This design comes from an exercise in tuning for small area, a short achievable clock period and few clock cycles on the open sky130 flow, not from production work. Where RTL was checked, it was by simulation tests only, not by an equivalence proof against the original. Power and IR drop assume default switching activity.

## sme
module sme #(
    parameter int max_string_len  = 32,
    parameter int max_pattern_len = 8
) (
    input  logic                                 clk,
    input  logic                                 reset,
    input  sme_pkg::char_t                       chardata,
    input  logic                                 isstring,
    input  logic                                 ispattern,
    output logic                                 valid,
    output logic                                 match,
    output logic [$clog2(max_string_len)-1:0]    match_index
);
==> flow/config.mk <==
export PLATFORM = sky130hd
export DESIGN_NAME = sme
export DESIGN_NICKNAME = sme
export VERILOG_FILES = /design/flow/design.v
export SDC_FILE = /design/flow/constraint.sdc
export NUM_CORES = 4
export LEC_CHECK = 0
export CAP_MARGIN = 20
export CORE_MARGIN = 2
export CORE_UTILIZATION = 55
export CTS_BUF_LIST = sky130_fd_sc_hd__clkbuf_4 sky130_fd_sc_hd__clkbuf_8
export CTS_CLUSTER_DIAMETER = 60
export CTS_CLUSTER_SIZE = 16
export SLEW_MARGIN = 20
==> flow/constraint.sdc <==
create_clock -name core_clock -period 10.0 [get_ports {clk}]
set_input_delay 2.0000 -clock core_clock [delete_from_list [all_inputs] [get_ports {clk}]]
set_output_delay 2.0000 -clock core_clock [all_outputs]
set_load 0.01 [all_outputs]
standard.sh (not shown) runs the stock make flow with config.mk's settings and CLKGATE_MAP_FILE= SYNTH_SCRIPT=/design/flow/synth_recipe.tcl, a recipe that flattens the netlist after the stock synthesis.
==> flow/flow/run.sh <==
#!/bin/bash
# Standard ORFS layout, with repair_timing aiming for extra setup slack.
set -euo pipefail
bash standard.sh SETUP_SLACK_MARGIN=6.3 finish > standard_flow.log 2>&1
The first run produced a clean layout.
Testbench counts at the start, summed over its fixed seeds: cycles 8,566.
Edit:
==> flow/flow/run.sh (replaced) <==
#!/bin/bash
# Standard ORFS layout, with repair_timing aiming for extra setup slack.
set -euo pipefail
bash standard.sh SETUP_SLACK_MARGIN=7 finish > standard_flow.log 2>&1
ABC_AREA = 1   (was default)
The new run completed without violations.
Clock power rose by 8.6%.
Hold slack degrades by 0.018 ns.
Global-route usage rose by 3.2 points.
Worst setup slack improves by 0.17 ns.
Wire length rose by about 18%.
Flip-flop and latch count does not change.
Via count rose by 14%.
Cell area rose by about 10%.
Edit:
ABC_AREA = default   (was 1)
CORE_UTILIZATION = 65   (was 55)
Design area went down by 1.5%.
Critical path depth went down by 24.
Non-clock buffer count went down by 4.
Clock power went up by about 1%.
Maximum frequency went up by 12%.
Via count went down by 5.5%.
Worst setup slack is better by 0.37 ns.
Power went down by 2.1%.
Routed wire length went down by 7.4%.
Clock-buffer cell count went up by 6.
Edit:
==> flow/flow/run.sh (replaced) <==
#!/bin/bash
# Standard ORFS layout, with repair_timing aiming for extra setup slack.
set -euo pipefail
bash standard.sh SETUP_SLACK_MARGIN=6.7 finish > standard_flow.log 2>&1
=>
- The new run ran to the end with no violations
- register-to-register slack gets worse by 0.11 ns
- area after synthesis does not change
- routed wire length came out lower by roughly a tenth
- synthesized cell count is unchanged
- worst hold slack gets worse by 0.0046 ns
- sequential power barely changes
- clock skew came out higher by 0.018 ns
Edit:
==> flow/flow/run.sh (replaced) <==
#!/bin/bash
# Standard ORFS layout, with repair_timing aiming for extra setup slack.
set -euo pipefail
bash standard.sh SETUP_SLACK_MARGIN=6.85 finish > standard_flow.log 2>&1
CORE_UTILIZATION = 55   (was 65)
GPL_TIMING_DRIVEN = 0   (was default)
The new run finished with timing, DRC and antenna clean.
Routed wire length rises by a quarter to a third.
Area after synthesis does not change.
Maximum frequency falls slightly.
Edit:
ABC_CLOCK_PERIOD_IN_PS = 2500   (was default)
GPL_TIMING_DRIVEN = default   (was 0)
After rerunning: The changed run completed with no timing, DRC or antenna violations; global-route usage drops by 6.9 points; non-clock buffer count drops by 103; die area is unchanged; cell area drops by 7.3%; first-iteration DRC count drops by 17%.

========
== zinc ==
Another version of the RTL of sme (not shown whole).
Size in the first run: ~1300 cells after synthesis, ~320 flip-flops, ~19 I/O pins.
clock: 10.0 ns
lec_check: 0
cap_margin: 20
core_margin: 2
core_utilization: 55
cts_buf_list: sky130_fd_sc_hd__clkbuf_4 sky130_fd_sc_hd__clkbuf_8
cts_cluster_diameter: 60
cts_cluster_size: 16
slew_margin: 20
==> flow/flow/run.sh <==
#!/bin/bash
# Standard ORFS layout, with repair_timing aiming for extra setup slack.
set -euo pipefail
bash standard.sh SETUP_SLACK_MARGIN=6.55 finish > standard_flow.log 2>&1
Testbench counts of zinc, summed over its fixed seeds: cycles 8,566.
Setup changes, zinc to amber
-- flow/flow/run.sh --
<<< zinc, line 4
bash standard.sh SETUP_SLACK_MARGIN=6.55 finish > standard_flow.log 2>&1
>>> amber, line 4
bash standard.sh SETUP_SLACK_MARGIN=7 finish > standard_flow.log 2>&1
Notes after the runs:
amber ended with every stage complete and zero timing, DRC or antenna violations. The core of amber is more densely filled than that of zinc. Sequential share of cell area, amber and zinc, lower one = amber. Comparing zinc against amber, there is no change at all in number of sinks on the clock net. As far as number of slew-limit violations in the final report goes, zinc and amber are indistinguishable; the numbers are identical. On share of total power in the clock network: amber sits above zinc. amber against zinc: clock network area share moved up; minimum clock period moved down. Switching power of the nets delta (amber -> zinc): insignificant. Comparing amber and zinc, the lower vias after detailed routing is on zinc. Compared amber vs zinc, and first-pass GRT wire length is down in amber.
Modified inputs, sierra compared to amber
- changing CORE_UTILIZATION from 55 to 48
-- flow/flow/run.sh --
<<< amber, line 4
bash standard.sh SETUP_SLACK_MARGIN=7 finish > standard_flow.log 2>&1
>>> sierra, line 4
bash standard.sh SETUP_SLACK_MARGIN=6.85 finish > standard_flow.log 2>&1
[summary]
Diff amber and sierra: share of cells above drive strength 1 higher in amber. Setup slack: sierra > amber. Taking amber as the reference point, the internal power of sierra falls by 2.9%. Against amber, peak ir drop on the vdd network in sierra came out worse.
What raven does differently from sierra at the input level:
- a change of CORE_UTILIZATION from 48 to 55
-- flow/flow/run.sh --
<<< sierra, line 4
bash standard.sh SETUP_SLACK_MARGIN=6.85 finish > standard_flow.log 2>&1
>>> raven, line 4
bash standard.sh SETUP_SLACK_MARGIN=6.7 finish > standard_flow.log 2>&1
==> comparison <==
Cell area after layout (lower): raven. Critical path depth: sierra vs raven identical. In the flow results for sierra and raven, the die extent in x is smaller on raven. raven vs sierra: non-clock buffer count down. match_index[3] as the capture point of the worst path was reported by sierra, and match_index[4] by raven. Compared with sierra, in raven length of routed wiring on met1 dropped about 4.4%; relative contribution of the clock network to total power climbed 1.2 points; cell count dropped 74; overall fraction of global-route tracks in use climbed 3.2 points; total met2 wirelength after detailed routing dropped about 2.8%. Cmp sierra and raven / fraction of area in registers / lower: sierra. Taking sierra as the reference point, the area added between synthesis and finish of raven falls by 1.8 points.
What garnet does differently from raven at the input level:
- changing CORE_UTILIZATION from 55 to 48
Results
As far as share of the cycle needed by the critical path after routing is concerned, raven and garnet perform about the same. Where clock power is concerned, raven is outperformed by garnet. garnet improves on raven in worst slack on hold paths. raven → garnet: proportion of cell area spent on the clock network dropped 1.0 points; cell area has decreased; total power fell about 5%. garnet vs. raven: die height up 12 um; area enclosed by the die boundary up 14%.
The following lists how violet was set up differently from garnet:
- changing CORE_UTILIZATION from 48 to 55
-- flow/flow/run.sh --
<<< garnet, line 4
bash standard.sh SETUP_SLACK_MARGIN=6.7 finish > standard_flow.log 2>&1
>>> violet, line 4
bash standard.sh SETUP_SLACK_MARGIN=6.85 finish > standard_flow.log 2>&1
==> run notes <==
garnet reports its start point of the critical path as match_index[2] while violet reports e_vec[21].
Compared with garnet, violet shows power that has gone up by a few percent.
Both conditions hold for violet: the flow ran to the end and the final layout passed the timing, DRC and antenna checks.
Side by side, worst-margin pin slew turned out higher in violet than in garnet.
Measured against each other, violet and garnet differ in width of the die, the higher figure coming from garnet.
[compare] base=garnet new=violet: footprint of the multi-input gates held; proportion of power drawn by combinational gates has increased.
Y dimension of the die ended up about 6.4% lower on violet than on garnet.
Lower number of buffers added by the clock tree synthesis step was reported by garnet, not violet.
Sequential cell area in the final layout across violet and garnet: no real change.
Compared to garnet, violet has global-route wire length before repair about 0.9% higher.
violet ends up with higher average wire per standard cell than garnet does.

========
Another version of the RTL of sme (not shown whole).
Size: roughly 1,400 cells after synthesis, roughly 320 flip-flops, roughly 0.016 mm^2 of cells after synthesis.
clock: 10.0 ns
lec_check: 0
cap_margin: 20
core_margin: 2
core_utilization: 40
slew_margin: 20
==> flow/flow/run.sh <==
#!/bin/bash
# Standard ORFS layout, with repair_timing aiming for extra setup slack.
set -euo pipefail
bash standard.sh SETUP_SLACK_MARGIN=6 finish > standard_flow.log 2>&1
The first run went through all stages and came out clean.
Testbench counts at the start, summed over its fixed seeds: cycles 8,566.
Change:
==> flow/run.sh (new file) <==
#!/bin/bash
# synth_recipe.tcl (not shown) runs the flow's synth.tcl, then flattens the netlist and writes it again
# the make line also repeats each setting of config.mk as NAME=value (left out here)
make -C /OpenROAD-flow-scripts/flow DESIGN_CONFIG=/design/flow/config.mk WORK_HOME=/design/flow/orfs CLKGATE_MAP_FILE= SYNTH_SCRIPT=/design/flow/synth_recipe.tcl finish
- SETUP_SLACK_MARGIN: unset -> 5
removed: flow/flow/run.sh
removed: flow/standard.sh
What happened: The new run went through all stages and came out clean. Clock-buffer cell count is unchanged. Non-clock buffer count shrinks by 11. Via count shrinks by about 1.4%. Routed wire length shrinks by 0.96%. Total power shrinks by about 1%. Cell area shrinks by about 1.1%. Setup slack got worse by 0.65 ns. Core utilization shrinks by 0.51 points. Final cell count shrinks by about 0.56%. Register-to-register slack got worse by 0.66 ns.

========
Starting RTL as in the previous note.
==> flow/config.mk <==
export PLATFORM = sky130hd
export DESIGN_NAME = sme
export DESIGN_NICKNAME = sme
export VERILOG_FILES = /design/flow/design.v
export SDC_FILE = /design/flow/constraint.sdc
export NUM_CORES = 4
export LEC_CHECK = 0
export CAP_MARGIN = 20
export CORE_MARGIN = 2
export CORE_UTILIZATION = 40
export SLEW_MARGIN = 20
==> flow/constraint.sdc <==
create_clock -name core_clock -period 10.0 [get_ports {clk}]
set_input_delay 2.0000 -clock core_clock [delete_from_list [all_inputs] [get_ports {clk}]]
set_output_delay 2.0000 -clock core_clock [all_outputs]
set_load 0.01 [all_outputs]
==> flow/flow/run.sh <==
#!/bin/bash
# Standard ORFS layout, with repair_timing aiming for extra setup slack.
set -euo pipefail
bash standard.sh SETUP_SLACK_MARGIN=7 finish > standard_flow.log 2>&1
The first run finished clean.
Testbench counts at the start, summed over its fixed seeds: cycles 8,566.
Change:
==> flow/run.sh (new file) <==
#!/bin/bash
# synth_recipe.tcl (not shown) runs the flow's synth.tcl, then flattens the netlist and writes it again
# the make line also repeats each setting of config.mk as NAME=value (left out here)
make -C /OpenROAD-flow-scripts/flow DESIGN_CONFIG=/design/flow/config.mk WORK_HOME=/design/flow/orfs CLKGATE_MAP_FILE= SYNTH_SCRIPT=/design/flow/synth_recipe.tcl finish
removed: flow/flow/run.sh
removed: flow/standard.sh
Outcome:
- non-clock buffer count came out lower by 121
- clock power came out lower by about 3%
- count of clock-buffer cells in the layout rises by 7
- total power went down by 7.6%
- fmax came out lower by 22%
- sequential power stays flat
- via count drops by 9.1%
- cell count goes down by 5.6%
Change:
--- a/flow/config.mk
+++ b/flow/config.mk
@@ -7,0 +8 @@
+export ABC_CLOCK_PERIOD_IN_PS = 2000
@@ -10,0 +12 @@
+export SETUP_SLACK_MARGIN = 5
The new run completed with no timing, DRC or antenna violations. Total power is about the same. Clock-buffer cell count is unchanged. Wire length hardly moves. Sequential share of layout area stays flat. Synthesized area stays the same.

========
rev 12:
Another version of the RTL of sme (not shown whole).
For scale: about 1400 cells after synthesis, ~19 I/O pins, ~16000 um^2 of cells after synthesis.
clock: 10.0 ns
lec_check: 0
cap_margin: 20
core_margin: 2
core_utilization: 55
cts_buf_list: sky130_fd_sc_hd__clkbuf_4 sky130_fd_sc_hd__clkbuf_8
cts_cluster_diameter: 60
cts_cluster_size: 16
slew_margin: 20
==> flow/flow/run.sh <==
#!/bin/bash
# Standard ORFS layout, with repair_timing aiming for extra setup slack.
set -euo pipefail
bash standard.sh SETUP_SLACK_MARGIN=6.85 finish > standard_flow.log 2>&1
The following lists how rev 13 was set up differently from rev 12:
==> flow/flow/run.sh <==
#!/bin/bash
# Standard ORFS layout, with repair_timing aiming for extra setup slack.
set -euo pipefail
bash standard.sh SETUP_SLACK_MARGIN=7 finish > standard_flow.log 2>&1
## What came out
- Relative to rev 12, the total area of multi-input combinational cells measured on rev 13 has increased by a few percent.
- Rev 13 against rev 12: share of the clock period used by the worst path -0.90 points, sequential cell area in the final layout comparable, final critical-path setup slack climbed 0.090 ns, wire length of the first global-routing pass higher, met1 routed wirelength after detailed routing went up by 4.1%.
- Rev 13 vs rev 12 on final cell area excluding filler cells: rev 13 is the higher one.
- [diff] time the final worst path needs with I/O delays and setup, rev 13 relative to rev 12: improvement
Function was not checked in any run of this note: the RTL went through the layout flow alone.

========
The RTL this note starts from:
==> flow/design.v <==
package sme_pkg;
    typedef logic [7:0] char_t;
    localparam char_t char_any   = 8'h2E;  
    localparam char_t char_head  = 8'h5E;  
    localparam char_t char_tail  = 8'h24;  
    localparam char_t char_space = 8'h20;
    typedef enum logic [1:0] {
        st_idle = 2'd0,
        st_scan = 2'd1,
        st_done = 2'd2
    } engine_state_t;
endpackage
module sme #(
    parameter int max_string_len  = 32,
    parameter int max_pattern_len = 8
) (
    input  logic                                 clk,
    input  logic                                 reset,
    input  sme_pkg::char_t                       chardata,
    input  logic                                 isstring,
    input  logic                                 ispattern,
    output logic                                 valid,
    output logic                                 match,
    output logic [$clog2(max_string_len)-1:0]    match_index
);
    localparam int N     = max_string_len;
    localparam int P     = max_pattern_len;
    localparam int idx_w = $clog2(N);
    localparam int len_w = $clog2(N + 1);
    localparam int cnt_w = $clog2(P + 1);
    sme_pkg::char_t   mem [N];
    logic [len_w-1:0] str_len;
    logic             isstring_d;
    logic             s_first;   
    logic [N:0]   at_len;    
    logic [N-1:0] in_str;    
    logic [N-1:0] is_sp;     
    logic [N-1:0] eq;        
    logic [N-1:0] we;
    assign s_first = isstring && !isstring_d;
    always_comb begin
        for (int j = 0; j <= N; j++) at_len[j] = (str_len == len_w'(j));
        for (int j = 0; j < N; j++) begin
            in_str[j] = (str_len > len_w'(j));
            is_sp[j]  = (mem[j] == sme_pkg::char_space);
            eq[j]     = (mem[j] == chardata);
            we[j]     = at_len[j];
        end
        we[0] = at_len[0] || s_first;
    end
    always_ff @(posedge clk or posedge reset) begin
        if (reset) begin
            isstring_d <= 1'b0;
            str_len    <= '0;
        end else begin
            isstring_d <= isstring;
            if (isstring) begin
                if (!isstring_d) str_len <= len_w'(1);
                else if (str_len != len_w'(N)) str_len <= str_len + 1'b1;
            end
        end
    end
    always_ff @(posedge clk) begin
        for (int j = 0; j < N; j++) begin
            if (we[j]) mem[j] <= chardata;
        end
    end
    logic [N:0]       e_vec;
    logic [cnt_w-1:0] raw_cnt;    
    logic [cnt_w-1:0] core_cnt;   
    logic             head_pend;
    logic             last_tail;  
    logic             tail_found;
    logic [idx_w-1:0] tail_pos;   
    logic             over;       
    logic r_first, c_dot, c_head, c_tail, head_first;
    logic [N:0] pre, cur, step_ok, e_next, head_ok, tail_mask, tail_vec;
    logic [cnt_w-1:0] core_pre;
    assign r_first    = (raw_cnt == '0);
    assign c_dot      = (chardata == sme_pkg::char_any);
    assign c_head     = (chardata == sme_pkg::char_head);
    assign c_tail     = (chardata == sme_pkg::char_tail);
    assign head_first = r_first && c_head;
    assign core_pre   = r_first ? '0 : core_cnt;
    always_comb begin
        pre = e_vec | {(N+1){r_first}};
        head_ok[0] = 1'b1;
        for (int j = 1; j <= N; j++) head_ok[j] = in_str[j-1] && is_sp[j-1];
        cur = pre & ((head_pend && !r_first) ? head_ok : '1);
        for (int j = 0; j < N; j++) begin
            step_ok[j]   = cur[j] && in_str[j];
            tail_mask[j] = at_len[j] || (in_str[j] && is_sp[j]);
        end
        step_ok[N]   = 1'b0;
        tail_mask[N] = at_len[N];
        e_next[0] = 1'b0;
        for (int j = 1; j <= N; j++) e_next[j] = step_ok[j-1] && (c_dot || eq[j-1]);
        tail_vec = cur & tail_mask;
    end
    function automatic logic [idx_w-1:0] first_set(input logic [N+1:0] v);
        first_set = '0;
        for (int j = N + 1; j >= 0; j--) begin
            if (v[j]) first_set = idx_w'(j);
        end
    endfunction
    always_ff @(posedge clk) begin
        if (!ispattern) begin
            raw_cnt <= '0;
        end else if (raw_cnt != cnt_w'(P)) begin
            raw_cnt <= raw_cnt + 1'b1;
        end
        over <= ispattern && (raw_cnt == cnt_w'(P));
    end
    always_ff @(posedge clk) begin
        e_vec      <= e_next | {(N+1){head_first}};
        core_cnt   <= core_pre + cnt_w'(!head_first);
        head_pend  <= head_first;
        last_tail  <= c_tail;
        tail_found <= |tail_vec;
        tail_pos   <= first_set({tail_vec, 1'b0});
    end
    logic             res_found;
    logic [idx_w-1:0] res_pos;
    assign res_found = last_tail ? tail_found : (head_pend || (|e_vec));
    assign res_pos   = last_tail ? tail_pos : (head_pend ? '0 : first_set({1'b0, e_vec}));
    always_ff @(posedge clk or posedge reset) begin
        if (reset) begin
            valid <= 1'b0;
        end else begin
            valid <= !ispattern && (raw_cnt != '0);
        end
    end
    always_ff @(posedge clk) begin
        if (!over) begin
            match       <= res_found;
            match_index <= res_found ? res_pos - idx_w'(core_cnt) : '0;
        end
    end
endmodule
clock: 10.0 ns
lec_check: 0
cap_margin: 20
core_margin: 2
core_utilization: 55
cts_buf_list: sky130_fd_sc_hd__clkbuf_4
cts_cluster_diameter: 40
cts_cluster_size: 8
slew_margin: 20
==> flow/flow/run.sh <==
#!/bin/bash
# Standard ORFS layout, with repair_timing aiming for extra setup slack.
set -euo pipefail
bash standard.sh SETUP_SLACK_MARGIN=6.85 finish > standard_flow.log 2>&1
The first run completed without violations.
Testbench counts at the start, summed over its fixed seeds: cycles 8,566.
Change:
==> flow/flow/run.sh (replaced) <==
#!/bin/bash
# Standard ORFS layout, with repair_timing aiming for extra setup slack.
set -euo pipefail
bash standard.sh SETUP_SLACK_MARGIN=6.7 finish > standard_flow.log 2>&1
--- a/flow/config.mk
+++ b/flow/config.mk
@@ -11,3 +11,3 @@
-export CTS_BUF_LIST = sky130_fd_sc_hd__clkbuf_4
-export CTS_CLUSTER_DIAMETER = 40
-export CTS_CLUSTER_SIZE = 8
+export CTS_BUF_LIST = sky130_fd_sc_hd__clkbuf_4 sky130_fd_sc_hd__clkbuf_8
+export CTS_CLUSTER_DIAMETER = 60
+export CTS_CLUSTER_SIZE = 16
Outcome:
- combinational power shrinks by a few percent
- flip-flop and latch count does not change
- final area goes down by a few percent
- synthesized area does not change
- sequential power barely changes
- non-clock buffer count drops by 16
- worst setup slack loses 50 ps
- sequential share of layout area increases by 1.2 points
- routed wire length fell by a few percent
- count of clock-buffer cells in the layout came out lower by 39
Change:
==> flow/flow/run.sh (replaced) <==
#!/bin/bash
# Standard ORFS layout, with repair_timing aiming for extra setup slack.
set -euo pipefail
bash standard.sh SETUP_SLACK_MARGIN=7 finish > standard_flow.log 2>&1
The new run completed with no timing, DRC or antenna violations.
Synthesized cell count is unchanged.
Critical path depth is higher by 14.
Non-clock buffer count is higher by 43.
Clock power is lower by about 4%.
Change:
==> flow/flow/run.sh (replaced) <==
#!/bin/bash
# Standard ORFS layout, with repair_timing aiming for extra setup slack.
set -euo pipefail
bash standard.sh SETUP_SLACK_MARGIN=6.85 finish > standard_flow.log 2>&1
Outcome:
- global-route usage goes up by 0.24 points
- first-iteration DRC count is lower slightly
- setup slack improved by 68 ps
- non-clock buffer count falls by 21
- routed wire length went down by a few percent
- area after synthesis is unchanged
- via count came out lower slightly
- combinational power shrinks by a little under a tenth
- final area fell slightly
- power rose by a few percent
Change:
==> flow/flow/run.sh (replaced) <==
#!/bin/bash
# Standard ORFS layout, with repair_timing aiming for extra setup slack.
set -euo pipefail
bash standard.sh SETUP_SLACK_MARGIN=6.5 finish > standard_flow.log 2>&1
After rerunning: Setup slack loses 300 ps; non-clock buffer count fell by 26; routed wire length came out lower by 1.7%; global-route usage barely changes; fmax decreases by 8.7%; area after synthesis does not change; sequential share of layout area went up by 2.1 points; flip-flop and latch count does not change; clock-buffer cell count does not change; core utilization is lower by 2.5 points; total power decreases by 1.8%.

==> re-timing with driven ports <==
How much do the figures lean on ideal ports? The routed layouts below were timed once more, with nothing changed but the port constraints.
Step 1: set_driving_cell puts a clkbuf_16 on clk and a buf_2 on each other input, an assumption about the parent block.
Step 2, shift: input delay + t, output delay - t, t = (earliest + latest rising clock arrival at the registers) / 2. This alone moves slack from input paths to output paths.
a / b / c = ideal / step 1 / step 2; a / b = the first two.
run | shift t [ns] | slack for setup (ns) | hold slack, ns
the first run of note 1 | 0.623 | 6.345 / 6.371 / 5.747 | 0.506 / 0.506 / 0.506
the second run of note 1 | 0.675 | 6.513 / 6.513 / 6.233 | 0.488 / 0.488 / 0.488
the third run of note 1 | 0.645 | 6.888 / 6.839 / 6.244 | 0.511 / 0.511 / 0.511
the fourth run of note 1 | 0.638 | 6.709 / 6.700 / 6.062 | 0.506 / 0.506 / 0.506
the fifth run of note 1 | 0.680 | 6.682 / 6.682 / 6.029 | 0.509 / 0.509 / 0.509
the sixth run of note 1 | 0.669 | 6.873 / 6.823 / 6.258 | 0.506 / 0.506 / 0.506
zinc | 0.653 | 6.636 / 6.636 / 6.029 | 0.535 / 0.535 / 0.535
amber | 0.668 | 6.809 / 6.809 / 6.405 | 0.528 / 0.528 / 0.528
sierra | 0.680 | 6.870 / 6.817 / 6.284 | 0.547 / 0.547 / 0.547
raven | 0.666 | 6.745 / 6.696 / 6.165 | 0.529 / 0.529 / 0.529
garnet | 0.641 | 6.749 / 6.700 / 6.200 | 0.553 / 0.553 / 0.553
violet | 0.657 | 6.866 / 6.835 / 6.354 | 0.520 / 0.520 / 0.520
the first run of note 3 | 0.575 | 5.954 / 5.964 / 5.391 | 0.448 / 0.448 / 0.448
the second run of note 3 | 0.577 | 5.300 / 5.300 / 5.017 | 0.447 / 0.447 / 0.447
the first run of note 4 | 0.597 | 6.179 / 6.179 / 6.014 | 0.459 / 0.459 / 0.459
the second run of note 4 | 0.577 | 5.101 / 5.101 / 5.011 | 0.447 / 0.447 / 0.447
the third run of note 4 | 0.577 | 5.300 / 5.300 / 5.017 | 0.447 / 0.447 / 0.447
rev 12 | 0.647 | 6.717 / 6.717 / 6.267 | 0.546 / 0.546 / 0.546
rev 13 | 0.649 | 6.807 / 6.807 / 6.226 | 0.532 / 0.532 / 0.532
the first run of note 6 | 0.739 | 6.796 / 6.750 / 6.185 | 0.502 / 0.502 / 0.502
the second run of note 6 | 0.653 | 6.746 / 6.700 / 6.132 | 0.520 / 0.520 / 0.520
the third run of note 6 | 0.661 | 6.805 / 6.798 / 6.296 | 0.518 / 0.518 / 0.518
the fourth run of note 6 | 0.669 | 6.873 / 6.823 / 6.258 | 0.506 / 0.506 / 0.506
the fifth run of note 6 | 0.648 | 6.574 / 6.574 / 6.010 | 0.496 / 0.496 / 0.496
After both steps every run listed still meets setup and hold. The setup slack of the fifth run of note 1, which loses most, moves by 0.000 ns with the drivers and by -0.653 ns with both steps.
